Context: an optimization exercise on an open-source flow, tuned for small area, a short achievable clock period and few clock cycles. The choices shown serve that exercise and are no tape-out recipe.
No functional check of the RTL was part of this run.
No activity file was given, so power comes from the tool's default toggle rates.

File: design.v
`default_nettype none
package xyolo_lanes_pkg;
  localparam int c_DATA_W   = 16;
  localparam int c_N_LANES  = 4;
  localparam int c_SHIFT_W  = 5;
  localparam int c_CNT_W    = 12;
  localparam int c_LEAKY_SH = 3;
  localparam int c_MP_MAX   = 4;
  typedef enum logic [2:0] {
    S_IDLE  = 3'd0,
    S_ACC   = 3'd1,
    S_DRAIN = 3'd2,
    S_POST  = 3'd3,
    S_OUT   = 3'd4
  } state_t;
endpackage
`default_nettype wire
`default_nettype none
module xyolo_lane
#(
  parameter int DATA_W   = xyolo_lanes_pkg::c_DATA_W,
  parameter int SHIFT_W  = xyolo_lanes_pkg::c_SHIFT_W,
  parameter int CNT_W    = xyolo_lanes_pkg::c_CNT_W,
  parameter int LEAKY_SH = xyolo_lanes_pkg::c_LEAKY_SH
) (
  input  logic               clk,
  input  logic               rst,
  input  logic               beat_en,     
  input  logic               bypass,      
  input  logic               bias_en,     
  input  logic [DATA_W-1:0]  pixel,
  input  logic [DATA_W-1:0]  weight,
  input  logic [DATA_W-1:0]  bias,
  input  logic               sh_load,     
  input  logic [SHIFT_W-1:0] sh_d,
  input  logic               cfg_leaky,
  input  logic [25:0]        fit_mask,    
  input  logic               ld_beat,     
  input  logic               pool_en,     
  input  logic               pool_first,  
  output logic [DATA_W-1:0]  result
);
  logic [SHIFT_W-1:0] r_sh;
  logic               r_ld0, r_ld1;
  always_ff @(posedge clk) begin
    if (sh_load) r_sh <= sh_d;
    r_ld0 <= ld_beat;
    r_ld1 <= r_ld0;
  end
  logic [15:0] w_y, r_x, r_b;
  logic [7:0]  r_one, r_two, r_neg;
  assign w_y = beat_en ? (bypass ? 16'd1 : weight) : 16'd0;
  always_ff @(posedge clk) begin
    r_x <= pixel;
    r_b <= bias_en ? bias : 16'd0;
  end
  for (genvar j = 0; j < 8; j++) begin : g_enc
    logic yl, ym, yh;
    assign yl = (j == 0) ? 1'b0 : w_y[2*j-1];
    assign ym = w_y[2*j];
    assign yh = w_y[2*j+1];
    always_ff @(posedge clk) begin
      r_one[j] <= ym ^ yl;
      r_two[j] <= (yh & ~ym & ~yl) | (~yh & ym & yl);
      r_neg[j] <= yh;
    end
  end
  logic [16:0] w_xe;
  logic [7:0]  w_one, w_two, w_neg;
  logic [16:0] w_r0, w_r1, w_r2, w_r3, w_r4, w_r5, w_r6, w_r7;
  assign w_xe  = {r_x[15], r_x};
  assign w_one = r_one;
  assign w_two = r_two;
  assign w_neg = r_neg;
  assign w_r0 = ({17{w_one[0]}} & w_xe | {17{w_two[0]}} & {w_xe[15:0], 1'b0}) ^ {17{w_neg[0]}};
  assign w_r1 = ({17{w_one[1]}} & w_xe | {17{w_two[1]}} & {w_xe[15:0], 1'b0}) ^ {17{w_neg[1]}};
  assign w_r2 = ({17{w_one[2]}} & w_xe | {17{w_two[2]}} & {w_xe[15:0], 1'b0}) ^ {17{w_neg[2]}};
  assign w_r3 = ({17{w_one[3]}} & w_xe | {17{w_two[3]}} & {w_xe[15:0], 1'b0}) ^ {17{w_neg[3]}};
  assign w_r4 = ({17{w_one[4]}} & w_xe | {17{w_two[4]}} & {w_xe[15:0], 1'b0}) ^ {17{w_neg[4]}};
  assign w_r5 = ({17{w_one[5]}} & w_xe | {17{w_two[5]}} & {w_xe[15:0], 1'b0}) ^ {17{w_neg[5]}};
  assign w_r6 = ({17{w_one[6]}} & w_xe | {17{w_two[6]}} & {w_xe[15:0], 1'b0}) ^ {17{w_neg[6]}};
  assign w_r7 = ({17{w_one[7]}} & w_xe | {17{w_two[7]}} & {w_xe[15:0], 1'b0}) ^ {17{w_neg[7]}};
  wire hs0, hc0;
  xyolo_ha u_ha0 (.a(w_r0[10]), .b(w_r1[8]), .s(hs0), .co(hc0));
  wire hs1, hc1;
  xyolo_ha u_ha1 (.a(w_r0[11]), .b(w_r1[9]), .s(hs1), .co(hc1));
  wire fs0, fc0;
  xyolo_fa u_fa0 (.a(w_r0[12]), .b(w_r1[10]), .c(w_r2[8]), .s(fs0), .co(fc0));
  wire hs2, hc2;
  xyolo_ha u_ha2 (.a(w_r3[6]), .b(w_r4[4]), .s(hs2), .co(hc2));
  wire fs1, fc1;
  xyolo_fa u_fa1 (.a(w_r0[13]), .b(w_r1[11]), .c(w_r2[9]), .s(fs1), .co(fc1));
  wire hs3, hc3;
  xyolo_ha u_ha3 (.a(w_r3[7]), .b(w_r4[5]), .s(hs3), .co(hc3));
  wire fs2, fc2;
  xyolo_fa u_fa2 (.a(w_r0[14]), .b(w_r1[12]), .c(w_r2[10]), .s(fs2), .co(fc2));
  wire fs3, fc3;
  xyolo_fa u_fa3 (.a(w_r3[8]), .b(w_r4[6]), .c(w_r5[4]), .s(fs3), .co(fc3));
  wire hs4, hc4;
  xyolo_ha u_ha4 (.a(w_r6[2]), .b(w_r7[0]), .s(hs4), .co(hc4));
  wire fs4, fc4;
  xyolo_fa u_fa4 (.a(w_r0[15]), .b(w_r1[13]), .c(w_r2[11]), .s(fs4), .co(fc4));
  wire fs5, fc5;
  xyolo_fa u_fa5 (.a(w_r3[9]), .b(w_r4[7]), .c(w_r5[5]), .s(fs5), .co(fc5));
  wire hs5, hc5;
  xyolo_ha u_ha5 (.a(w_r6[3]), .b(w_r7[1]), .s(hs5), .co(hc5));
  wire fs6, fc6;
  xyolo_fa u_fa6 (.a(~w_r0[16]), .b(w_r1[14]), .c(w_r2[12]), .s(fs6), .co(fc6));
  wire fs7, fc7;
  xyolo_fa u_fa7 (.a(w_r3[10]), .b(w_r4[8]), .c(w_r5[6]), .s(fs7), .co(fc7));
  wire fs8, fc8;
  assign fs8 = w_r6[4] ^ w_r7[2] ^ 1'b1;
  assign fc8 = (w_r6[4] & w_r7[2]) | (1'b1 & (w_r6[4] ^ w_r7[2]));
  wire fs9, fc9;
  xyolo_fa u_fa9 (.a(w_r1[15]), .b(w_r2[13]), .c(w_r3[11]), .s(fs9), .co(fc9));
  wire fs10, fc10;
  xyolo_fa u_fa10 (.a(w_r4[9]), .b(w_r5[7]), .c(w_r6[5]), .s(fs10), .co(fc10));
  wire hs6, hc6;
  assign hs6 = w_r7[3] ^ 1'b1;
  assign hc6 = w_r7[3] & 1'b1;
  wire fs11, fc11;
  xyolo_fa u_fa11 (.a(~w_r1[16]), .b(w_r2[14]), .c(w_r3[12]), .s(fs11), .co(fc11));
  wire fs12, fc12;
  xyolo_fa u_fa12 (.a(w_r4[10]), .b(w_r5[8]), .c(w_r6[6]), .s(fs12), .co(fc12));
  wire fs13, fc13;
  xyolo_fa u_fa13 (.a(w_r2[15]), .b(w_r3[13]), .c(w_r4[11]), .s(fs13), .co(fc13));
  wire hs7, hc7;
  xyolo_ha u_ha7 (.a(w_r5[9]), .b(w_r6[7]), .s(hs7), .co(hc7));
  wire fs14, fc14;
  xyolo_fa u_fa14 (.a(~w_r2[16]), .b(w_r3[14]), .c(w_r4[12]), .s(fs14), .co(fc14));
  wire hs8, hc8;
  xyolo_ha u_ha8 (.a(w_r3[15]), .b(w_r4[13]), .s(hs8), .co(hc8));
  wire hs9, hc9;
  xyolo_ha u_ha9 (.a(w_r0[6]), .b(w_r1[4]), .s(hs9), .co(hc9));
  wire hs10, hc10;
  xyolo_ha u_ha10 (.a(w_r0[7]), .b(w_r1[5]), .s(hs10), .co(hc10));
  wire fs15, fc15;
  xyolo_fa u_fa15 (.a(w_r0[8]), .b(w_r1[6]), .c(w_r2[4]), .s(fs15), .co(fc15));
  wire hs11, hc11;
  xyolo_ha u_ha11 (.a(w_r3[2]), .b(w_r4[0]), .s(hs11), .co(hc11));
  wire fs16, fc16;
  xyolo_fa u_fa16 (.a(w_r0[9]), .b(w_r1[7]), .c(w_r2[5]), .s(fs16), .co(fc16));
  wire hs12, hc12;
  xyolo_ha u_ha12 (.a(w_r3[3]), .b(w_r4[1]), .s(hs12), .co(hc12));
  wire fs17, fc17;
  xyolo_fa u_fa17 (.a(w_r2[6]), .b(w_r3[4]), .c(w_r4[2]), .s(fs17), .co(fc17));
  wire fs18, fc18;
  xyolo_fa u_fa18 (.a(w_r5[0]), .b(w_neg[5]), .c(hs0), .s(fs18), .co(fc18));
  wire fs19, fc19;
  xyolo_fa u_fa19 (.a(w_r2[7]), .b(w_r3[5]), .c(w_r4[3]), .s(fs19), .co(fc19));
  wire fs20, fc20;
  xyolo_fa u_fa20 (.a(w_r5[1]), .b(hc0), .c(hs1), .s(fs20), .co(fc20));
  wire fs21, fc21;
  xyolo_fa u_fa21 (.a(w_r5[2]), .b(w_r6[0]), .c(w_neg[6]), .s(fs21), .co(fc21));
  wire fs22, fc22;
  xyolo_fa u_fa22 (.a(hc1), .b(fs0), .c(hs2), .s(fs22), .co(fc22));
  wire fs23, fc23;
  xyolo_fa u_fa23 (.a(w_r5[3]), .b(w_r6[1]), .c(fc0), .s(fs23), .co(fc23));
  wire fs24, fc24;
  xyolo_fa u_fa24 (.a(hc2), .b(fs1), .c(hs3), .s(fs24), .co(fc24));
  wire fs25, fc25;
  xyolo_fa u_fa25 (.a(w_neg[7]), .b(fc1), .c(hc3), .s(fs25), .co(fc25));
  wire fs26, fc26;
  xyolo_fa u_fa26 (.a(fs2), .b(fs3), .c(hs4), .s(fs26), .co(fc26));
  wire fs27, fc27;
  xyolo_fa u_fa27 (.a(fc2), .b(fc3), .c(hc4), .s(fs27), .co(fc27));
  wire fs28, fc28;
  xyolo_fa u_fa28 (.a(fs4), .b(fs5), .c(hs5), .s(fs28), .co(fc28));
  wire fs29, fc29;
  xyolo_fa u_fa29 (.a(fc4), .b(fc5), .c(hc5), .s(fs29), .co(fc29));
  wire fs30, fc30;
  xyolo_fa u_fa30 (.a(fs6), .b(fs7), .c(fs8), .s(fs30), .co(fc30));
  wire fs31, fc31;
  xyolo_fa u_fa31 (.a(fc6), .b(fc7), .c(fc8), .s(fs31), .co(fc31));
  wire fs32, fc32;
  xyolo_fa u_fa32 (.a(fs9), .b(fs10), .c(hs6), .s(fs32), .co(fc32));
  wire fs33, fc33;
  xyolo_fa u_fa33 (.a(w_r7[4]), .b(fc9), .c(fc10), .s(fs33), .co(fc33));
  wire fs34, fc34;
  xyolo_fa u_fa34 (.a(hc6), .b(fs11), .c(fs12), .s(fs34), .co(fc34));
  wire fs35, fc35;
  xyolo_fa u_fa35 (.a(w_r7[5]), .b(fc11), .c(fc12), .s(fs35), .co(fc35));
  wire fs36, fc36;
  assign fs36 = fs13 ^ hs7 ^ 1'b1;
  assign fc36 = (fs13 & hs7) | (1'b1 & (fs13 ^ hs7));
  wire fs37, fc37;
  xyolo_fa u_fa37 (.a(w_r5[10]), .b(w_r6[8]), .c(w_r7[6]), .s(fs37), .co(fc37));
  wire fs38, fc38;
  xyolo_fa u_fa38 (.a(fc13), .b(hc7), .c(fs14), .s(fs38), .co(fc38));
  wire fs39, fc39;
  xyolo_fa u_fa39 (.a(w_r5[11]), .b(w_r6[9]), .c(w_r7[7]), .s(fs39), .co(fc39));
  wire fs40, fc40;
  assign fs40 = fc14 ^ hs8 ^ 1'b1;
  assign fc40 = (fc14 & hs8) | (1'b1 & (fc14 ^ hs8));
  wire fs41, fc41;
  xyolo_fa u_fa41 (.a(~w_r3[16]), .b(w_r4[14]), .c(w_r5[12]), .s(fs41), .co(fc41));
  wire fs42, fc42;
  xyolo_fa u_fa42 (.a(w_r6[10]), .b(w_r7[8]), .c(hc8), .s(fs42), .co(fc42));
  wire fs43, fc43;
  xyolo_fa u_fa43 (.a(w_r4[15]), .b(w_r5[13]), .c(w_r6[11]), .s(fs43), .co(fc43));
  wire hs13, hc13;
  assign hs13 = w_r7[9] ^ 1'b1;
  assign hc13 = w_r7[9] & 1'b1;
  wire fs44, fc44;
  xyolo_fa u_fa44 (.a(~w_r4[16]), .b(w_r5[14]), .c(w_r6[12]), .s(fs44), .co(fc44));
  wire hs14, hc14;
  xyolo_ha u_ha14 (.a(w_r5[15]), .b(w_r6[13]), .s(hs14), .co(hc14));
  wire hs15, hc15;
  xyolo_ha u_ha15 (.a(w_r0[4]), .b(w_r1[2]), .s(hs15), .co(hc15));
  wire hs16, hc16;
  xyolo_ha u_ha16 (.a(w_r0[5]), .b(w_r1[3]), .s(hs16), .co(hc16));
  wire fs45, fc45;
  xyolo_fa u_fa45 (.a(w_r2[2]), .b(w_r3[0]), .c(w_neg[3]), .s(fs45), .co(fc45));
  wire fs46, fc46;
  xyolo_fa u_fa46 (.a(w_r2[3]), .b(w_r3[1]), .c(hc9), .s(fs46), .co(fc46));
  wire fs47, fc47;
  xyolo_fa u_fa47 (.a(w_neg[4]), .b(hc10), .c(fs15), .s(fs47), .co(fc47));
  wire fs48, fc48;
  xyolo_fa u_fa48 (.a(fc15), .b(hc11), .c(fs16), .s(fs48), .co(fc48));
  wire fs49, fc49;
  xyolo_fa u_fa49 (.a(fc16), .b(hc12), .c(fs17), .s(fs49), .co(fc49));
  wire fs50, fc50;
  xyolo_fa u_fa50 (.a(fc17), .b(fc18), .c(fs19), .s(fs50), .co(fc50));
  wire fs51, fc51;
  xyolo_fa u_fa51 (.a(fc19), .b(fc20), .c(fs21), .s(fs51), .co(fc51));
  wire fs52, fc52;
  xyolo_fa u_fa52 (.a(fc21), .b(fc22), .c(fs23), .s(fs52), .co(fc52));
  wire fs53, fc53;
  xyolo_fa u_fa53 (.a(fc23), .b(fc24), .c(fs25), .s(fs53), .co(fc53));
  wire fs54, fc54;
  xyolo_fa u_fa54 (.a(fc25), .b(fc26), .c(fs27), .s(fs54), .co(fc54));
  wire fs55, fc55;
  xyolo_fa u_fa55 (.a(fc27), .b(fc28), .c(fs29), .s(fs55), .co(fc55));
  wire fs56, fc56;
  xyolo_fa u_fa56 (.a(fc29), .b(fc30), .c(fs31), .s(fs56), .co(fc56));
  wire fs57, fc57;
  xyolo_fa u_fa57 (.a(fc31), .b(fc32), .c(fs33), .s(fs57), .co(fc57));
  wire fs58, fc58;
  xyolo_fa u_fa58 (.a(fc33), .b(fc34), .c(fs35), .s(fs58), .co(fc58));
  wire fs59, fc59;
  xyolo_fa u_fa59 (.a(fc35), .b(fc36), .c(fs37), .s(fs59), .co(fc59));
  wire fs60, fc60;
  xyolo_fa u_fa60 (.a(fc37), .b(fc38), .c(fs39), .s(fs60), .co(fc60));
  wire fs61, fc61;
  xyolo_fa u_fa61 (.a(fc39), .b(fc40), .c(fs41), .s(fs61), .co(fc61));
  wire fs62, fc62;
  xyolo_fa u_fa62 (.a(fc41), .b(fc42), .c(fs43), .s(fs62), .co(fc62));
  wire fs63, fc63;
  xyolo_fa u_fa63 (.a(w_r7[10]), .b(fc43), .c(hc13), .s(fs63), .co(fc63));
  wire fs64, fc64;
  xyolo_fa u_fa64 (.a(w_r7[11]), .b(fc44), .c(hs14), .s(fs64), .co(fc64));
  wire fs65, fc65;
  xyolo_fa u_fa65 (.a(~w_r5[16]), .b(w_r6[14]), .c(w_r7[12]), .s(fs65), .co(fc65));
  wire hs17, hc17;
  xyolo_ha u_ha17 (.a(w_r6[15]), .b(w_r7[13]), .s(hs17), .co(hc17));
  wire hs18, hc18;
  xyolo_ha u_ha18 (.a(w_r0[2]), .b(w_r1[0]), .s(hs18), .co(hc18));
  wire hs19, hc19;
  xyolo_ha u_ha19 (.a(w_r0[3]), .b(w_r1[1]), .s(hs19), .co(hc19));
  wire fs66, fc66;
  xyolo_fa u_fa66 (.a(w_r2[0]), .b(w_neg[2]), .c(hs15), .s(fs66), .co(fc66));
  wire fs67, fc67;
  xyolo_fa u_fa67 (.a(w_r2[1]), .b(hc15), .c(hs16), .s(fs67), .co(fc67));
  wire fs68, fc68;
  xyolo_fa u_fa68 (.a(hs9), .b(hc16), .c(fs45), .s(fs68), .co(fc68));
  wire fs69, fc69;
  xyolo_fa u_fa69 (.a(hs10), .b(fc45), .c(fs46), .s(fs69), .co(fc69));
  wire fs70, fc70;
  xyolo_fa u_fa70 (.a(hs11), .b(fc46), .c(fs47), .s(fs70), .co(fc70));
  wire fs71, fc71;
  xyolo_fa u_fa71 (.a(hs12), .b(fc47), .c(fs48), .s(fs71), .co(fc71));
  wire fs72, fc72;
  xyolo_fa u_fa72 (.a(fs18), .b(fc48), .c(fs49), .s(fs72), .co(fc72));
  wire fs73, fc73;
  xyolo_fa u_fa73 (.a(fs20), .b(fc49), .c(fs50), .s(fs73), .co(fc73));
  wire fs74, fc74;
  xyolo_fa u_fa74 (.a(fs22), .b(fc50), .c(fs51), .s(fs74), .co(fc74));
  wire fs75, fc75;
  xyolo_fa u_fa75 (.a(fs24), .b(fc51), .c(fs52), .s(fs75), .co(fc75));
  wire fs76, fc76;
  xyolo_fa u_fa76 (.a(fs26), .b(fc52), .c(fs53), .s(fs76), .co(fc76));
  wire fs77, fc77;
  xyolo_fa u_fa77 (.a(fs28), .b(fc53), .c(fs54), .s(fs77), .co(fc77));
  wire fs78, fc78;
  xyolo_fa u_fa78 (.a(fs30), .b(fc54), .c(fs55), .s(fs78), .co(fc78));
  wire fs79, fc79;
  xyolo_fa u_fa79 (.a(fs32), .b(fc55), .c(fs56), .s(fs79), .co(fc79));
  wire fs80, fc80;
  xyolo_fa u_fa80 (.a(fs34), .b(fc56), .c(fs57), .s(fs80), .co(fc80));
  wire fs81, fc81;
  xyolo_fa u_fa81 (.a(fs36), .b(fc57), .c(fs58), .s(fs81), .co(fc81));
  wire fs82, fc82;
  xyolo_fa u_fa82 (.a(fs38), .b(fc58), .c(fs59), .s(fs82), .co(fc82));
  wire fs83, fc83;
  xyolo_fa u_fa83 (.a(fs40), .b(fc59), .c(fs60), .s(fs83), .co(fc83));
  wire fs84, fc84;
  xyolo_fa u_fa84 (.a(fs42), .b(fc60), .c(fs61), .s(fs84), .co(fc84));
  wire fs85, fc85;
  xyolo_fa u_fa85 (.a(hs13), .b(fc61), .c(fs62), .s(fs85), .co(fc85));
  wire fs86, fc86;
  xyolo_fa u_fa86 (.a(fs44), .b(fc62), .c(fs63), .s(fs86), .co(fc86));
  wire fs87, fc87;
  assign fs87 = fc63 ^ fs64 ^ 1'b1;
  assign fc87 = (fc63 & fs64) | (1'b1 & (fc63 ^ fs64));
  wire fs88, fc88;
  xyolo_fa u_fa88 (.a(hc14), .b(fc64), .c(fs65), .s(fs88), .co(fc88));
  wire fs89, fc89;
  assign fs89 = fc65 ^ hs17 ^ 1'b1;
  assign fc89 = (fc65 & hs17) | (1'b1 & (fc65 ^ hs17));
  wire fs90, fc90;
  xyolo_fa u_fa90 (.a(~w_r6[16]), .b(w_r7[14]), .c(hc17), .s(fs90), .co(fc90));
  wire hs20, hc20;
  assign hs20 = w_r7[15] ^ 1'b1;
  assign hc20 = w_r7[15] & 1'b1;
  logic [30:0] r_t0;
  logic [30:0] r_t1;
  logic [15:0] r_b1;
  always_ff @(posedge clk) begin
    r_t0[0] <= w_r0[0];
    r_t1[0] <= w_neg[0];
    r_t0[1] <= w_r0[1];
    r_t0[2] <= w_neg[1];
    r_t1[2] <= hs18;
    r_t0[3] <= hc18;
    r_t1[3] <= hs19;
    r_t0[4] <= hc19;
    r_t1[4] <= fs66;
    r_t0[5] <= fc66;
    r_t1[5] <= fs67;
    r_t0[6] <= fc67;
    r_t1[6] <= fs68;
    r_t0[7] <= fc68;
    r_t1[7] <= fs69;
    r_t0[8] <= fc69;
    r_t1[8] <= fs70;
    r_t0[9] <= fc70;
    r_t1[9] <= fs71;
    r_t0[10] <= fc71;
    r_t1[10] <= fs72;
    r_t0[11] <= fc72;
    r_t1[11] <= fs73;
    r_t0[12] <= fc73;
    r_t1[12] <= fs74;
    r_t0[13] <= fc74;
    r_t1[13] <= fs75;
    r_t0[14] <= fc75;
    r_t1[14] <= fs76;
    r_t0[15] <= fc76;
    r_t1[15] <= fs77;
    r_t0[16] <= fc77;
    r_t1[16] <= fs78;
    r_t0[17] <= fc78;
    r_t1[17] <= fs79;
    r_t0[18] <= fc79;
    r_t1[18] <= fs80;
    r_t0[19] <= fc80;
    r_t1[19] <= fs81;
    r_t0[20] <= fc81;
    r_t1[20] <= fs82;
    r_t0[21] <= fc82;
    r_t1[21] <= fs83;
    r_t0[22] <= fc83;
    r_t1[22] <= fs84;
    r_t0[23] <= fc84;
    r_t1[23] <= fs85;
    r_t0[24] <= fc85;
    r_t1[24] <= fs86;
    r_t0[25] <= fc86;
    r_t1[25] <= fs87;
    r_t0[26] <= fc87;
    r_t1[26] <= fs88;
    r_t0[27] <= fc88;
    r_t1[27] <= fs89;
    r_t0[28] <= fc89;
    r_t1[28] <= fs90;
    r_t0[29] <= fc90;
    r_t1[29] <= hs20;
    r_t0[30] <= ~w_r7[16];
    r_t1[30] <= hc20;
    r_b1 <= r_b;
  end
  logic [42:0] w_row0, w_row1, w_x, w_cs_s, w_cs_c, w_acc_n;
  logic [42:0] r_acc;
  logic [15:0] r_bh;     
  assign w_row0 = {1'b1, 1'b1, 1'b1, 1'b1, 1'b1, 1'b1, 1'b1, 1'b1, 1'b1, 1'b1, 1'b1, 1'b1, r_t0[30], r_t0[29], r_t0[28], r_t0[27], r_t0[26], r_t0[25], r_t0[24], r_t0[23], r_t0[22], r_t0[21], r_t0[20], r_t0[19], r_t0[18], r_t0[17], r_t0[16], r_t0[15], r_t0[14], r_t0[13], r_t0[12], r_t0[11], r_t0[10], r_t0[9], r_t0[8], r_t0[7], r_t0[6], r_t0[5], r_t0[4], r_t0[3], r_t0[2], r_t0[1], r_t0[0]};
  assign w_row1 = {1'b0, 1'b0, 1'b0, 1'b0, 1'b0, 1'b0, 1'b0, 1'b0, 1'b0, 1'b0, 1'b0, 1'b0, r_t1[30], r_t1[29], r_t1[28], r_t1[27], r_t1[26], r_t1[25], r_t1[24], r_t1[23], r_t1[22], r_t1[21], r_t1[20], r_t1[19], r_t1[18], r_t1[17], r_t1[16], r_t1[15], r_t1[14], r_t1[13], r_t1[12], r_t1[11], r_t1[10], r_t1[9], r_t1[8], r_t1[7], r_t1[6], r_t1[5], r_t1[4], r_t1[3], r_t1[2], 1'b0, r_t1[0]};
  assign w_x     = r_acc & {43{~r_ld1}};
  assign w_cs_s  = w_x ^ w_row0 ^ w_row1;
  assign w_cs_c  = (w_x & w_row0) | (w_row1 & (w_x ^ w_row0));
  wire [42:0] ca_p0, ca_g0, ca_sum;
  assign ca_p0 = w_cs_s ^ {w_cs_c[41:0], 1'b0};
  assign ca_g0 = w_cs_s & {w_cs_c[41:0], 1'b0};
  wire ca_G0, ca_P0;
  assign ca_G0 = ca_g0[1] | (ca_p0[1] & ca_g0[0]);
  assign ca_P0 = ca_p0[1] & ca_p0[0];
  wire ca_G1, ca_P1;
  assign ca_G1 = ca_g0[3] | (ca_p0[3] & ca_g0[2]);
  assign ca_P1 = ca_p0[3] & ca_p0[2];
  wire ca_G2, ca_P2;
  assign ca_G2 = ca_g0[5] | (ca_p0[5] & ca_g0[4]);
  assign ca_P2 = ca_p0[5] & ca_p0[4];
  wire ca_G3, ca_P3;
  assign ca_G3 = ca_g0[7] | (ca_p0[7] & ca_g0[6]);
  assign ca_P3 = ca_p0[7] & ca_p0[6];
  wire ca_G4, ca_P4;
  assign ca_G4 = ca_g0[9] | (ca_p0[9] & ca_g0[8]);
  assign ca_P4 = ca_p0[9] & ca_p0[8];
  wire ca_G5, ca_P5;
  assign ca_G5 = ca_g0[11] | (ca_p0[11] & ca_g0[10]);
  assign ca_P5 = ca_p0[11] & ca_p0[10];
  wire ca_G6, ca_P6;
  assign ca_G6 = ca_g0[13] | (ca_p0[13] & ca_g0[12]);
  assign ca_P6 = ca_p0[13] & ca_p0[12];
  wire ca_G7, ca_P7;
  assign ca_G7 = ca_g0[15] | (ca_p0[15] & ca_g0[14]);
  assign ca_P7 = ca_p0[15] & ca_p0[14];
  wire ca_G8, ca_P8;
  assign ca_G8 = ca_g0[17] | (ca_p0[17] & ca_g0[16]);
  assign ca_P8 = ca_p0[17] & ca_p0[16];
  wire ca_G9, ca_P9;
  assign ca_G9 = ca_g0[19] | (ca_p0[19] & ca_g0[18]);
  assign ca_P9 = ca_p0[19] & ca_p0[18];
  wire ca_G10, ca_P10;
  assign ca_G10 = ca_g0[21] | (ca_p0[21] & ca_g0[20]);
  assign ca_P10 = ca_p0[21] & ca_p0[20];
  wire ca_G11, ca_P11;
  assign ca_G11 = ca_g0[23] | (ca_p0[23] & ca_g0[22]);
  assign ca_P11 = ca_p0[23] & ca_p0[22];
  wire ca_G12, ca_P12;
  assign ca_G12 = ca_g0[25] | (ca_p0[25] & ca_g0[24]);
  assign ca_P12 = ca_p0[25] & ca_p0[24];
  wire ca_G13, ca_P13;
  assign ca_G13 = ca_g0[27] | (ca_p0[27] & ca_g0[26]);
  assign ca_P13 = ca_p0[27] & ca_p0[26];
  wire ca_G14, ca_P14;
  assign ca_G14 = ca_g0[29] | (ca_p0[29] & ca_g0[28]);
  assign ca_P14 = ca_p0[29] & ca_p0[28];
  wire ca_G15, ca_P15;
  assign ca_G15 = ca_g0[31] | (ca_p0[31] & ca_g0[30]);
  assign ca_P15 = ca_p0[31] & ca_p0[30];
  wire ca_G16, ca_P16;
  assign ca_G16 = ca_g0[33] | (ca_p0[33] & ca_g0[32]);
  assign ca_P16 = ca_p0[33] & ca_p0[32];
  wire ca_G17, ca_P17;
  assign ca_G17 = ca_g0[35] | (ca_p0[35] & ca_g0[34]);
  assign ca_P17 = ca_p0[35] & ca_p0[34];
  wire ca_G18, ca_P18;
  assign ca_G18 = ca_g0[37] | (ca_p0[37] & ca_g0[36]);
  assign ca_P18 = ca_p0[37] & ca_p0[36];
  wire ca_G19, ca_P19;
  assign ca_G19 = ca_g0[39] | (ca_p0[39] & ca_g0[38]);
  assign ca_P19 = ca_p0[39] & ca_p0[38];
  wire ca_G20, ca_P20;
  assign ca_G20 = ca_g0[41] | (ca_p0[41] & ca_g0[40]);
  assign ca_P20 = ca_p0[41] & ca_p0[40];
  wire ca_G21, ca_P21;
  assign ca_G21 = ca_G1 | (ca_P1 & ca_G0);
  assign ca_P21 = ca_P1 & ca_P0;
  wire ca_G22, ca_P22;
  assign ca_G22 = ca_G3 | (ca_P3 & ca_G2);
  assign ca_P22 = ca_P3 & ca_P2;
  wire ca_G23, ca_P23;
  assign ca_G23 = ca_G5 | (ca_P5 & ca_G4);
  assign ca_P23 = ca_P5 & ca_P4;
  wire ca_G24, ca_P24;
  assign ca_G24 = ca_G7 | (ca_P7 & ca_G6);
  assign ca_P24 = ca_P7 & ca_P6;
  wire ca_G25, ca_P25;
  assign ca_G25 = ca_G9 | (ca_P9 & ca_G8);
  assign ca_P25 = ca_P9 & ca_P8;
  wire ca_G26, ca_P26;
  assign ca_G26 = ca_G11 | (ca_P11 & ca_G10);
  assign ca_P26 = ca_P11 & ca_P10;
  wire ca_G27, ca_P27;
  assign ca_G27 = ca_G13 | (ca_P13 & ca_G12);
  assign ca_P27 = ca_P13 & ca_P12;
  wire ca_G28, ca_P28;
  assign ca_G28 = ca_G15 | (ca_P15 & ca_G14);
  assign ca_P28 = ca_P15 & ca_P14;
  wire ca_G29, ca_P29;
  assign ca_G29 = ca_G17 | (ca_P17 & ca_G16);
  assign ca_P29 = ca_P17 & ca_P16;
  wire ca_G30, ca_P30;
  assign ca_G30 = ca_G19 | (ca_P19 & ca_G18);
  assign ca_P30 = ca_P19 & ca_P18;
  wire ca_G31, ca_P31;
  assign ca_G31 = ca_G22 | (ca_P22 & ca_G21);
  assign ca_P31 = ca_P22 & ca_P21;
  wire ca_G32, ca_P32;
  assign ca_G32 = ca_G24 | (ca_P24 & ca_G23);
  assign ca_P32 = ca_P24 & ca_P23;
  wire ca_G33, ca_P33;
  assign ca_G33 = ca_G26 | (ca_P26 & ca_G25);
  assign ca_P33 = ca_P26 & ca_P25;
  wire ca_G34, ca_P34;
  assign ca_G34 = ca_G28 | (ca_P28 & ca_G27);
  assign ca_P34 = ca_P28 & ca_P27;
  wire ca_G35, ca_P35;
  assign ca_G35 = ca_G30 | (ca_P30 & ca_G29);
  assign ca_P35 = ca_P30 & ca_P29;
  wire ca_G36, ca_P36;
  assign ca_G36 = ca_G32 | (ca_P32 & ca_G31);
  assign ca_P36 = ca_P32 & ca_P31;
  wire ca_G37, ca_P37;
  assign ca_G37 = ca_G34 | (ca_P34 & ca_G33);
  assign ca_P37 = ca_P34 & ca_P33;
  wire ca_G38, ca_P38;
  assign ca_G38 = ca_G37 | (ca_P37 & ca_G36);
  assign ca_P38 = ca_P37 & ca_P36;
  wire ca_G39, ca_P39;
  assign ca_G39 = ca_G33 | (ca_P33 & ca_G36);
  assign ca_P39 = ca_P33 & ca_P36;
  wire ca_G40, ca_P40;
  assign ca_G40 = ca_G35 | (ca_P35 & ca_G38);
  assign ca_P40 = ca_P35 & ca_P38;
  wire ca_G41, ca_P41;
  assign ca_G41 = ca_G23 | (ca_P23 & ca_G31);
  assign ca_P41 = ca_P23 & ca_P31;
  wire ca_G42, ca_P42;
  assign ca_G42 = ca_G25 | (ca_P25 & ca_G36);
  assign ca_P42 = ca_P25 & ca_P36;
  wire ca_G43, ca_P43;
  assign ca_G43 = ca_G27 | (ca_P27 & ca_G39);
  assign ca_P43 = ca_P27 & ca_P39;
  wire ca_G44, ca_P44;
  assign ca_G44 = ca_G29 | (ca_P29 & ca_G38);
  assign ca_P44 = ca_P29 & ca_P38;
  wire ca_G45, ca_P45;
  assign ca_G45 = ca_G2 | (ca_P2 & ca_G21);
  assign ca_P45 = ca_P2 & ca_P21;
  wire ca_G46, ca_P46;
  assign ca_G46 = ca_G4 | (ca_P4 & ca_G31);
  assign ca_P46 = ca_P4 & ca_P31;
  wire ca_G47, ca_P47;
  assign ca_G47 = ca_G6 | (ca_P6 & ca_G41);
  assign ca_P47 = ca_P6 & ca_P41;
  wire ca_G48, ca_P48;
  assign ca_G48 = ca_G8 | (ca_P8 & ca_G36);
  assign ca_P48 = ca_P8 & ca_P36;
  wire ca_G49, ca_P49;
  assign ca_G49 = ca_G10 | (ca_P10 & ca_G42);
  assign ca_P49 = ca_P10 & ca_P42;
  wire ca_G50, ca_P50;
  assign ca_G50 = ca_G12 | (ca_P12 & ca_G39);
  assign ca_P50 = ca_P12 & ca_P39;
  wire ca_G51, ca_P51;
  assign ca_G51 = ca_G14 | (ca_P14 & ca_G43);
  assign ca_P51 = ca_P14 & ca_P43;
  wire ca_G52, ca_P52;
  assign ca_G52 = ca_G16 | (ca_P16 & ca_G38);
  assign ca_P52 = ca_P16 & ca_P38;
  wire ca_G53, ca_P53;
  assign ca_G53 = ca_G18 | (ca_P18 & ca_G44);
  assign ca_P53 = ca_P18 & ca_P44;
  wire ca_G54, ca_P54;
  assign ca_G54 = ca_G20 | (ca_P20 & ca_G40);
  assign ca_P54 = ca_P20 & ca_P40;
  wire ca_G55, ca_P55;
  assign ca_G55 = ca_g0[2] | (ca_p0[2] & ca_G0);
  assign ca_P55 = ca_p0[2] & ca_P0;
  wire ca_G56, ca_P56;
  assign ca_G56 = ca_g0[4] | (ca_p0[4] & ca_G21);
  assign ca_P56 = ca_p0[4] & ca_P21;
  wire ca_G57, ca_P57;
  assign ca_G57 = ca_g0[6] | (ca_p0[6] & ca_G45);
  assign ca_P57 = ca_p0[6] & ca_P45;
  wire ca_G58, ca_P58;
  assign ca_G58 = ca_g0[8] | (ca_p0[8] & ca_G31);
  assign ca_P58 = ca_p0[8] & ca_P31;
  wire ca_G59, ca_P59;
  assign ca_G59 = ca_g0[10] | (ca_p0[10] & ca_G46);
  assign ca_P59 = ca_p0[10] & ca_P46;
  wire ca_G60, ca_P60;
  assign ca_G60 = ca_g0[12] | (ca_p0[12] & ca_G41);
  assign ca_P60 = ca_p0[12] & ca_P41;
  wire ca_G61, ca_P61;
  assign ca_G61 = ca_g0[14] | (ca_p0[14] & ca_G47);
  assign ca_P61 = ca_p0[14] & ca_P47;
  wire ca_G62, ca_P62;
  assign ca_G62 = ca_g0[16] | (ca_p0[16] & ca_G36);
  assign ca_P62 = ca_p0[16] & ca_P36;
  wire ca_G63, ca_P63;
  assign ca_G63 = ca_g0[18] | (ca_p0[18] & ca_G48);
  assign ca_P63 = ca_p0[18] & ca_P48;
  wire ca_G64, ca_P64;
  assign ca_G64 = ca_g0[20] | (ca_p0[20] & ca_G42);
  assign ca_P64 = ca_p0[20] & ca_P42;
  wire ca_G65, ca_P65;
  assign ca_G65 = ca_g0[22] | (ca_p0[22] & ca_G49);
  assign ca_P65 = ca_p0[22] & ca_P49;
  wire ca_G66, ca_P66;
  assign ca_G66 = ca_g0[24] | (ca_p0[24] & ca_G39);
  assign ca_P66 = ca_p0[24] & ca_P39;
  wire ca_G67, ca_P67;
  assign ca_G67 = ca_g0[26] | (ca_p0[26] & ca_G50);
  assign ca_P67 = ca_p0[26] & ca_P50;
  wire ca_G68, ca_P68;
  assign ca_G68 = ca_g0[28] | (ca_p0[28] & ca_G43);
  assign ca_P68 = ca_p0[28] & ca_P43;
  wire ca_G69, ca_P69;
  assign ca_G69 = ca_g0[30] | (ca_p0[30] & ca_G51);
  assign ca_P69 = ca_p0[30] & ca_P51;
  wire ca_G70, ca_P70;
  assign ca_G70 = ca_g0[32] | (ca_p0[32] & ca_G38);
  assign ca_P70 = ca_p0[32] & ca_P38;
  wire ca_G71, ca_P71;
  assign ca_G71 = ca_g0[34] | (ca_p0[34] & ca_G52);
  assign ca_P71 = ca_p0[34] & ca_P52;
  wire ca_G72, ca_P72;
  assign ca_G72 = ca_g0[36] | (ca_p0[36] & ca_G44);
  assign ca_P72 = ca_p0[36] & ca_P44;
  wire ca_G73, ca_P73;
  assign ca_G73 = ca_g0[38] | (ca_p0[38] & ca_G53);
  assign ca_P73 = ca_p0[38] & ca_P53;
  wire ca_G74, ca_P74;
  assign ca_G74 = ca_g0[40] | (ca_p0[40] & ca_G40);
  assign ca_P74 = ca_p0[40] & ca_P40;
  wire ca_G75, ca_P75;
  assign ca_G75 = ca_g0[42] | (ca_p0[42] & ca_G54);
  assign ca_P75 = ca_p0[42] & ca_P54;
  assign ca_sum[0] = ca_p0[0] ^ 1'b0;
  assign ca_sum[1] = ca_p0[1] ^ ca_g0[0];
  assign ca_sum[2] = ca_p0[2] ^ ca_G0;
  assign ca_sum[3] = ca_p0[3] ^ ca_G55;
  assign ca_sum[4] = ca_p0[4] ^ ca_G21;
  assign ca_sum[5] = ca_p0[5] ^ ca_G56;
  assign ca_sum[6] = ca_p0[6] ^ ca_G45;
  assign ca_sum[7] = ca_p0[7] ^ ca_G57;
  assign ca_sum[8] = ca_p0[8] ^ ca_G31;
  assign ca_sum[9] = ca_p0[9] ^ ca_G58;
  assign ca_sum[10] = ca_p0[10] ^ ca_G46;
  assign ca_sum[11] = ca_p0[11] ^ ca_G59;
  assign ca_sum[12] = ca_p0[12] ^ ca_G41;
  assign ca_sum[13] = ca_p0[13] ^ ca_G60;
  assign ca_sum[14] = ca_p0[14] ^ ca_G47;
  assign ca_sum[15] = ca_p0[15] ^ ca_G61;
  assign ca_sum[16] = ca_p0[16] ^ ca_G36;
  assign ca_sum[17] = ca_p0[17] ^ ca_G62;
  assign ca_sum[18] = ca_p0[18] ^ ca_G48;
  assign ca_sum[19] = ca_p0[19] ^ ca_G63;
  assign ca_sum[20] = ca_p0[20] ^ ca_G42;
  assign ca_sum[21] = ca_p0[21] ^ ca_G64;
  assign ca_sum[22] = ca_p0[22] ^ ca_G49;
  assign ca_sum[23] = ca_p0[23] ^ ca_G65;
  assign ca_sum[24] = ca_p0[24] ^ ca_G39;
  assign ca_sum[25] = ca_p0[25] ^ ca_G66;
  assign ca_sum[26] = ca_p0[26] ^ ca_G50;
  assign ca_sum[27] = ca_p0[27] ^ ca_G67;
  assign ca_sum[28] = ca_p0[28] ^ ca_G43;
  assign ca_sum[29] = ca_p0[29] ^ ca_G68;
  assign ca_sum[30] = ca_p0[30] ^ ca_G51;
  assign ca_sum[31] = ca_p0[31] ^ ca_G69;
  assign ca_sum[32] = ca_p0[32] ^ ca_G38;
  assign ca_sum[33] = ca_p0[33] ^ ca_G70;
  assign ca_sum[34] = ca_p0[34] ^ ca_G52;
  assign ca_sum[35] = ca_p0[35] ^ ca_G71;
  assign ca_sum[36] = ca_p0[36] ^ ca_G44;
  assign ca_sum[37] = ca_p0[37] ^ ca_G72;
  assign ca_sum[38] = ca_p0[38] ^ ca_G53;
  assign ca_sum[39] = ca_p0[39] ^ ca_G73;
  assign ca_sum[40] = ca_p0[40] ^ ca_G40;
  assign ca_sum[41] = ca_p0[41] ^ ca_G74;
  assign ca_sum[42] = ca_p0[42] ^ ca_G54;
  assign w_acc_n = ca_sum;
  always_ff @(posedge clk) begin
    r_acc <= w_acc_n;
    if (r_ld1) r_bh <= r_b1;
  end
  logic [47:0] w_a0;
  logic [31:0] w_s16;
  logic [23:0] w_s8;
  logic [19:0] w_s4;
  logic [17:0] w_s2;
  logic [16:0] w_t;
  logic [17:0] w_vs, w_vw;
  logic        w_big, w_ge28;
  assign w_a0  = {{(48-43){r_acc[42]}}, r_acc};
  assign w_s16 = r_sh[4] ? w_a0[47:16] : w_a0[31:0];
  assign w_s8  = r_sh[3] ? w_s16[31:8] : w_s16[23:0];
  assign w_s4  = r_sh[2] ? w_s8[23:4]  : w_s8[19:0];
  assign w_s2  = r_sh[1] ? w_s4[19:2]  : w_s4[17:0];
  assign w_t   = r_sh[0] ? w_s2[17:1]  : w_s2[16:0];
  assign w_big = |((r_acc[41:16] ^ {26{r_acc[42]}}) & fit_mask[25:0]);
  assign w_vs  = {w_t[16], w_t} + {{2{r_bh[15]}}, r_bh};
  assign w_ge28 = &r_sh[4:2];
  assign w_vw[12:0] = w_vs[12:0];
  assign w_vw[13] = (r_sh[1] & r_sh[0]) ? w_vs[12] : w_vs[13];
  assign w_vw[14] = r_sh[1] ? (r_sh[0] ? w_vs[12] : w_vs[13]) : w_vs[14];
  assign w_vw[15] = r_sh[1] ? (r_sh[0] ? w_vs[12] : w_vs[13]) : (r_sh[0] ? w_vs[14] : w_vs[15]);
  assign w_vw[17:16] = {2{w_vw[15]}};
  logic [17:0] r_y18;
  logic        r_big, r_bsg;
  always_ff @(posedge clk) begin
    r_y18 <= w_ge28 ? w_vw : w_vs;
    r_big <= w_big;
    r_bsg <= r_acc[42];
  end
  logic        w_fit, w_sgn;
  logic [15:0] w_sat, w_v, r_pool;
  assign w_fit = !r_big && ((r_y18[17:15] == 3'b000) || (r_y18[17:15] == 3'b111));
  assign w_sgn = r_big ? r_bsg : r_y18[17];
  assign w_sat = w_fit ? r_y18[15:0] : {w_sgn, {15{~w_sgn}}};
  assign w_v   = (cfg_leaky && w_sat[15]) ? {{LEAKY_SH{1'b1}}, w_sat[15:LEAKY_SH]} : w_sat;
  logic        w_gt;
  assign w_gt  = {~w_v[15], w_v[14:0]} > {~r_pool[15], r_pool[14:0]};
  always_ff @(posedge clk) begin
    if (rst) r_pool <= '0;
    else if (pool_en && (pool_first || w_gt)) r_pool <= w_v;
  end
  assign result = r_pool;
endmodule
module xyolo_fa (input  logic a, b, c, output logic s, co);
  assign s  = a ^ b ^ c;
  assign co = (a & b) | (c & (a ^ b));
endmodule
module xyolo_ha (input  logic a, b, output logic s, co);
  assign s  = a ^ b;
  assign co = a & b;
endmodule
`default_nettype wire
`default_nettype none
module xyolo_lanes
#(
  parameter int DATA_W   = xyolo_lanes_pkg::c_DATA_W,
  parameter int N_LANES  = xyolo_lanes_pkg::c_N_LANES,
  parameter int SHIFT_W  = xyolo_lanes_pkg::c_SHIFT_W,
  parameter int CNT_W    = xyolo_lanes_pkg::c_CNT_W,
  parameter int LEAKY_SH = xyolo_lanes_pkg::c_LEAKY_SH
) (
  input  logic                      clk,
  input  logic                      rst,
  input  logic                      start,
  input  logic [CNT_W-1:0]          cfg_n_acc,
  input  logic [CNT_W-1:0]          cfg_n_out,
  input  logic [2:0]                cfg_mp_win,
  input  logic                      cfg_bias,
  input  logic                      cfg_leaky,
  input  logic                      cfg_maxpool,
  input  logic                      cfg_bypass,
  input  logic [SHIFT_W-1:0]        cfg_shift,
  input  logic                      in_valid,
  output logic                      in_ready,
  input  logic [N_LANES*DATA_W-1:0] in_pixel,
  input  logic [N_LANES*DATA_W-1:0] in_weight,
  input  logic [N_LANES*DATA_W-1:0] in_bias,
  output logic                      out_valid,
  input  logic                      out_ready,
  output logic [N_LANES*DATA_W-1:0] out_data,
  output logic                      busy,
  output logic                      done
);
  logic [CNT_W-1:0]   r_n_acc;           
  logic [2:0]         r_n_win;           
  logic               r_acc_le1, r_win_le1;
  logic               r_bypass, r_bias_en, r_leaky;
  logic [SHIFT_W-1:0] r_shift;
  logic [CNT_W-1:0]   r_bc;              
  logic [2:0]         r_wc;              
  logic [CNT_W-1:0]   r_oc;              
  logic               r_wl, r_wcl, r_ocl;    
  logic               r_wf, r_gf;        
  logic               r_run;             
  logic               r_busy, r_done, r_in_ready, r_out_valid, r_out_last, r_pend;
  logic               w_st, w_acc, w_xfer;
  logic [2:0]         w_cfg_win;
  assign w_st   = start && !r_busy;
  assign w_acc  = in_valid && r_in_ready;
  assign w_xfer = r_out_valid && out_ready;
  logic [SHIFT_W-1:0] w_cfg_shift;
  assign w_cfg_shift = cfg_bypass ? '0 : cfg_shift;
  assign w_cfg_win = !cfg_maxpool ? 3'd1 : (cfg_mp_win[2] ? 3'd4 : cfg_mp_win);
  logic w_gl_nx, w_jl_nx, w_wl1, w_gf1, w_x1, w_k0a, w_k0b, w_k1a, w_k1b;
  assign w_gl_nx = r_wl && r_wcl;                       
  assign w_jl_nx = w_gl_nx && r_ocl;                    
  assign w_wl1   = r_wl ? r_acc_le1 : (r_bc == CNT_W'(2));   
  assign w_gf1   = r_wl ? r_wcl : r_gf;                 
  assign w_x1    = w_gf1 && w_wl1;
  assign w_k0a = r_run && !(r_gf && r_wl && r_pend);
  assign w_k0b = r_run && r_pend && r_out_valid;
  assign w_k1a = !w_jl_nx && !(w_x1 && (w_gl_nx || r_pend));
  assign w_k1b = !w_jl_nx && !(w_x1 && w_gl_nx) && r_out_valid;
  logic e_ld, e_wl, e_gf, e_gl, e_jl;
  assign e_ld = w_acc && (r_wf || r_bypass);
  assign e_wl = w_acc && r_wl;
  assign e_gf = r_gf;
  assign e_gl = w_acc && w_gl_nx;
  assign e_jl = w_acc && w_jl_nx;
  always_ff @(posedge clk) begin
    if (w_st) begin
      r_bc  <= cfg_n_acc;
      r_wl  <= (cfg_n_acc[CNT_W-1:1] == '0);
      r_wf  <= 1'b1;
    end else if (w_acc) begin
      r_bc  <= r_wl ? r_n_acc : r_bc - CNT_W'(1);
      r_wl  <= w_wl1;
      r_wf  <= r_wl;
    end
    if (w_st) begin
      r_wc  <= w_cfg_win;
      r_wcl <= (w_cfg_win[2:1] == 2'd0);
      r_gf  <= 1'b1;
    end else if (e_wl) begin
      r_wc  <= r_wcl ? r_n_win : r_wc - 3'd1;
      r_wcl <= r_wcl ? r_win_le1 : (r_wc == 3'd2);
      r_gf  <= r_wcl;
    end
    if (w_st) begin
      r_oc  <= cfg_n_out;
      r_ocl <= (cfg_n_out[CNT_W-1:1] == '0);
    end else if (e_gl) begin
      r_oc  <= r_oc - CNT_W'(1);
      r_ocl <= (r_oc == CNT_W'(2));
    end
    if (w_st) begin
      r_n_acc   <= cfg_n_acc;
      r_acc_le1 <= (cfg_n_acc[CNT_W-1:1] == '0);
      r_n_win   <= w_cfg_win;
      r_win_le1 <= (w_cfg_win[2:1] == 2'd0);
      r_bypass  <= cfg_bypass;
      r_bias_en <= cfg_bias && !cfg_bypass;
      r_leaky   <= cfg_leaky && !cfg_bypass;
      r_shift   <= w_cfg_shift;
    end
  end
  logic f0_wl, f0_gf, f0_gl, f0_jl;           
  logic f1_wl, f1_gf, f1_gl, f1_jl;           
  logic f2_wl, f2_gf, f2_gl, f2_jl;           
  logic f3_wl, f3_gf, f3_gl, f3_jl;           
  always_ff @(posedge clk) begin
    if (rst) begin
      r_run <= 1'b0; r_busy <= 1'b0; r_done <= 1'b0; r_in_ready <= 1'b0;
      r_out_valid <= 1'b0; r_out_last <= 1'b0; r_pend <= 1'b0;
      {f0_wl, f0_gf, f0_gl, f0_jl} <= '0;
      {f1_wl, f1_gf, f1_gl, f1_jl} <= '0;
      {f2_wl, f2_gf, f2_gl, f2_jl} <= '0;
      {f3_wl, f3_gf, f3_gl, f3_jl} <= '0;
    end else begin
      r_run      <= w_st || (r_run && !e_jl);
      r_pend     <= e_gl || (r_pend && !w_xfer);
      r_in_ready <= w_st || (w_acc ? (w_k1a || (w_k1b && out_ready))
                                   : (w_k0a || (w_k0b && out_ready)));
      r_done     <= w_xfer && r_out_last;
      r_busy     <= w_st || (r_busy && !(w_xfer && r_out_last));
      if (f3_wl && f3_gl) begin
        r_out_valid <= 1'b1;
        r_out_last  <= f3_jl;
      end else if (w_xfer) begin
        r_out_valid <= 1'b0;
      end
      {f0_wl, f0_gf, f0_gl, f0_jl} <= {e_wl, e_gf, e_gl, e_jl};
      {f1_wl, f1_gf, f1_gl, f1_jl} <= {f0_wl, f0_gf, f0_gl, f0_jl};
      {f2_wl, f2_gf, f2_gl, f2_jl} <= {f1_wl, f1_gf, f1_gl, f1_jl};
      {f3_wl, f3_gf, f3_gl, f3_jl} <= {f2_wl, f2_gf, f2_gl, f2_jl};
    end
  end
  assign in_ready  = r_in_ready;
  assign out_valid = r_out_valid;
  assign busy      = r_busy;
  assign done      = r_done;
  logic [25:0] w_fit_mask;
  for (genvar t = 0; t < 26; t++) begin : g_mask
    assign w_fit_mask[t] = (5'(t) >= r_shift);
  end
  for (genvar g = 0; g < N_LANES; g++) begin : g_lane
    xyolo_lane #(
      .DATA_W   (DATA_W),
      .SHIFT_W  (SHIFT_W),
      .CNT_W    (CNT_W),
      .LEAKY_SH (LEAKY_SH)
    ) u_lane (
      .clk        (clk),
      .rst        (rst),
      .beat_en    (w_acc),
      .bypass     (r_bypass),
      .bias_en    (r_bias_en),
      .pixel      (in_pixel[g*DATA_W +: DATA_W]),
      .weight     (in_weight[g*DATA_W +: DATA_W]),
      .bias       (in_bias[g*DATA_W +: DATA_W]),
      .sh_load    (w_st),
      .sh_d       (w_cfg_shift),
      .cfg_leaky  (r_leaky),
      .fit_mask   (w_fit_mask),
      .ld_beat    (e_ld),
      .pool_en    (f3_wl),
      .pool_first (f3_gf),
      .result     (out_data[g*DATA_W +: DATA_W])
    );
  end
endmodule
`default_nettype wire
File: flow/run.sh
#!/bin/bash
# Standard synthesis unchanged, then the standard layout steps with the
# timing repair asked to leave extra setup margin (so that it sizes the
# critical paths for a period well below the 10 ns constraint) and with
# plain buffers, rather than delay cells, on the ports.
set -euo pipefail
MARGIN=$(cat flow/margin.txt)
bash standard.sh synth > synth.log 2>&1
bash standard.sh SETUP_SLACK_MARGIN=$MARGIN \
  BUFFER_PORTS_ARGS="-buffer_cell sky130_fd_sc_hd__buf_2" finish > layout.log 2>&1
File: flow/margin.txt
6.7
File: standard.sh
#!/bin/bash
# synth_recipe.tcl (not shown) runs the flow's synth.tcl, then flattens the netlist and writes it again
# the make line also repeats each setting of config.mk as NAME=value (left out here)
make -C /OpenROAD-flow-scripts/flow DESIGN_CONFIG=/design/flow/config.mk WORK_HOME=/design/flow/orfs CLKGATE_MAP_FILE= SYNTH_SCRIPT=/design/flow/synth_recipe.tcl "${@:-finish}"
File: config.mk
export PLATFORM = sky130hd
export DESIGN_NAME = xyolo_lanes
export DESIGN_NICKNAME = xyolo_lanes
export VERILOG_FILES = /design/flow/design.v
export SDC_FILE = /design/flow/constraint.sdc
export NUM_CORES = 4
export LEC_CHECK = 0
export ABC_AREA = 1
export CAP_MARGIN = 20
export CORE_MARGIN = 2
export CORE_UTILIZATION = 40
export SLEW_MARGIN = 20
export SYNTH_HIERARCHICAL = 1
File: constraint.sdc
create_clock -name core_clock -period 10.0 [get_ports {clk}]
set_input_delay 2.0000 -clock core_clock [delete_from_list [all_inputs] [get_ports {clk}]]
set_output_delay 2.0000 -clock core_clock [all_outputs]
set_load 0.01 [all_outputs]
==> impl_metrics.py <==
metrics = {
    "critical_path": {
        "end_kind": "flip-flop",
        "cp.arrival_ns": 4.01,
        "crit_chain": "buf_8 -> buf_16 -> o21ai_0 -> o21ai_0 -> o21ai_0 -> mux2i_1 -> mux2i_1 -> ha_1 -> buf_4 -> nand2_1 -> inv_1 -> nand2_1 -> nand2_1 -> a21oi_2 -> nand2_1 -> nand2_1 -> nand2_1 -> o21ai_0",
        "cp_slowest_stage_delay_ns": 0.40,
        "required_ns": 10.63,
        "critPathBufInv": 4,
        "critPathSlowestCell": "edfxtp_1",
        "crit_type": "flip-flop to flip-flop",
        "path_common_cell": "nand2_1",
        "startpoint_type": "flip-flop",
        "worstPathMaxFanout": 13,
        "cpLargestDelayFamily": "compound AO/OA/AOI/OAI gates",
    },
    "grt": {
        "grt_max_degree": 78,
        "grt_usage": 0.225,
        "antenna_found_initial": 5,
        "grt_overflow": 0,
        "grt_pass1_vias": 55600,
        "grt_pass1_wl_um": 311000,
    },
    "sta": {
        "finalHoldViolations": 0,
        "setup-tns-final_ns": 0,
        "slew_viol_final": 0,
        "holdWs_ns": 0.323,
        "fmax_mhz": 296,
        "finalCritPeriodShare": 0.338,
        "period_needed_ns": 3.38,
        "setup_viol_count_final": 0,
        "fin_worst_skew_ns": 0.0426,
        "rsz0062_at_grt": "true",
        "tightest_slew_ns": 1.32,
        "slew-limit-headroom": 0.116,
    },
    "synthesis": {
        "synthDistinctLibCells": 54,
        "ys_seq_area_frac": 0.317,
        "synthArstFlopShare": 0,
        "synth_cells": 8192,
        "syn_nets": 9371,
        "syn_area_um2": 68700,
        "synth-main-ff-cell": "dfxtp_1",
        "syn_avg_cell_area_um2": 8.39,
        "synth_seq_cells": 1020,
        "synth_edf_count": 139,
        "yosys_warnings": 8,
    },
    "floorplanning": {
        "core.rowCount": 152,
        "io_pins": 301,
        "die_area_um2": 175000,
        "fp.dieW_um": 418,
        "core_um2": 171000,
        "start_util": 0.401,
        "die_y_um": 418,
    },
    "final_layout": {
        "nets": 9809,
        "drive_gt1_frac": 0.184,
        "layout_commonest_cell": "nand2_1",
        "area_growth_pct": 19.6,
        "finalInstanceArea_um2": 82200,
        "final_core_util": 0.480,
        "final_cell_mix": "nand2_1, inv_1, dfxtp_1",
        "n_fill_cell": 16400,
    },
    "place": {
        "postPlaceCellArea_um2": 71700,
        "hpwl_um": 149000,
        "io_buffers": 300,
        "routabilityCongestion": 0.930,
    },
    "outcome": {
        "status": "no timing/DRC/antenna violations",
    },
    "clocking": {
        "root_buffer": "clkbuf_16",
        "cts.sinks": 1020,
        "cts_tree": "built",
        "clk_pin_slew_ns": 0.07,
        "clkLatencyLatePin_ns": 0.77,
        "cts_max_level": 3,
        "cts_buffer_depth": 3,
        "cts_buffers": 118,
    },
    "power": {
        "p_int_mw": 12.3,
        "p_per_area_nw_per_um2": 260,
        "p_seq_frac": 0.279,
        "combPwrFrac": 0.508,
        "ir_drop_mv": 0.227,
        "power_frac_clock": 0.213,
        "p_leak_nw": 41.1,
        "net-switching-power_mw": 9.00,
        "finalPower_mw": 21.3,
        "swShare": 0.422,
    },
    "flow_run": {
        "maxCapViolations": 0,
    },
    "drt": {
        "drt-total-wl_um": 207000,
        "drc_errors": 0,
        "dr.pass1.iters": 8,
        "num_vias": 57200,
        "antenna_left": 0,
        "routedWlPerCell_um": 18.8,
        "drt_iter0_drc": 4835,
        "viasPerCell": 5.21,
    },
    "worst_hold_path": {
        "hold_class": "flip-flop to flip-flop",
    },
}
per-layer routing:
metal / up-vias / GRT usage / wire length (um)
li1: 27200 / - / -
met1: 27300 / 0.292 / 86100
met2: 2166 / 0.367 / 95200
met3: 488 / 0.0311 / 14300
met4: 0 / 0.113 / 11000
met5: - / 0 / 0
per-module statistics from Yosys, one instance, submodules excluded, a selection:
module | area (um^2) | flip-flops and latches | cells inside
xyolo_ha | 12.5 | 0 | 1
xyolo_lanes | 3920 | 80 | 468
xyolo_fa | 20.0 | 0 | 1
power groups by stage:
stage	sequential (mW)	combinational, mW	clock (mW)
after floorplan	5.60	7.10	0
after global placement	6.04	8.82	0
after detailed placement	6.04	9.16	0
after CTS	5.93	9.46	4.67
after global routing	6.03	12.3	4.82
final	5.96	10.8	4.54
path summary, 6_finish.rpt:
| path | to | cells past startpoint | slack (ns) | startpoint |
|---|---|---|---|---|
| max reg2reg | g_lane[3].u_lane.r_y18[13]$_DFF_P_ | 18 | 6.62 | g_lane[3].u_lane.r_sh[4]$_DFFE_PP_ |
| max | g_lane[3].u_lane.r_y18[13]$_DFF_P_ | 18 | 6.62 | g_lane[3].u_lane.r_sh[4]$_DFFE_PP_ |
| min reg2reg | g_lane[2].u_lane.r_b1[10]$_DFF_P_ | 0 | 0.32 | g_lane[2].u_lane.r_b[10]$_SDFF_PN0_ |
| min | g_lane[2].u_lane.r_b1[10]$_DFF_P_ | 0 | 0.32 | g_lane[2].u_lane.r_b[10]$_SDFF_PN0_ |
Yosys cell counts (all sizes together) (11+ instances only):
master	count	area, um^2
nand2	1584	6010
inv	1225	4600
dfxtp	881	17600
nor2	615	2340
xor2	598	5240
fa	548	11000
o22ai	488	3050
ha	398	4980
o21ai	379	1910
a21oi	271	1390
nand3	255	1280
buf	190	985
clkbuf	162	608
edfxtp	139	4170
xnor2	77	674
nand4	45	282
a31oi	37	292
o211ai	34	255
nor3	31	195
a22o	28	245
o21bai	28	210
mux2i	24	240
o21a	24	180
or2	18	113
a21o	17	128
nand3b	16	120
a21boi	13	113
a31o	12	105
a22oi	11	82.6
metrics by stage:
step	instances	setup slack, ns
final	11000	6.62
after global placement	10400	5.81
after CTS	10700	6.66
after global routing	11000	6.49
after floorplan	8192	6.72
after detailed placement	10400	5.73
kinds of logic (layout without fill, tap and decap cells):
logic type	Yosys count	in the layout	share of synthesized area
fa+ha+maj	946	946	0.232
mux	24	24	0.00350
other cells	0	6	0
flops	1020	1020	0.317
xor+xnor	675	675	0.0860
simple gates	2574	2574	0.151
compound gates	1367	1367	0.119
buf+inv	1586	2127	0.0906
repair_timing:
action / CTS / global route
setup buffers: 107 / 208
hold buffers: 0 / 0
gates resized for setup: 329 / 674
pin swaps: 34 / 169
cloned: 11 / 15
endpoints found under the setup margin: 335 / 266
registers in the layout, summed over array words and instances, names as in the netlist, 12 cells and up:
name and count:
g_lane.u_lane.r_b1 64, g_lane.u_lane.r_t1 120, g_lane.u_lane.r_x 64, g_lane.u_lane.r_pool 64, g_lane.u_lane.r_bh 64, g_lane.u_lane.r_neg 32, r_bc 12, r_oc 12
g_lane.u_lane.r_sh 20, g_lane.u_lane.r_one 32, r_n_acc 12, g_lane.u_lane.r_t0 124, g_lane.u_lane.r_two 32, g_lane.u_lane.r_b 64, g_lane.u_lane.r_acc 172, g_lane.u_lane.r_y18 72
final cells by class:
type	count	area (um^2)	share of cell area
Antenna cell	6	15.0	0.000183
Clock buffer	149	3280	0.0400
Clock inverter	74	852	0.0104
Inverter	1234	4920	0.0599
Multi-Input combinational cell	5586	43000	0.523
Sequential cell	1020	22000	0.267
Tap cell	2233	2790	0.0340
Timing Repair Buffer	666	5370	0.0653
Timing Repair inverter	4	20.0	0.000244

-- re-timing with driven ports --
The flow's constraints put no driver on any port. The routed layout listed below was extracted and timed again, unchanged, in two steps.
Step 1 sets driving cells, clkbuf_16 on the clock port and buf_2 on the other inputs (assumed; they add their load-dependent delay and slew).
Step 2, shift: input delay + t, output delay - t, t = (earliest + latest rising clock arrival at the registers) / 2. This alone moves slack from input paths to output paths.
Slacks: no drivers / after step 1 / after step 2; pairs: no drivers / after step 1.
t (ns): 0.829
setup slack, ns: 6.617 / 6.617 / 6.085
hold WS [ns]: 0.323 / 0.323 / 0.323
worst setup path at the end: input to register
latest minus earliest clock arrival (ns): 0.045 / 0.045
After both steps setup and hold are still met in this run. For this run, drivers alone change the setup slack by 0.000 ns; drivers and shift together by -0.532 ns.
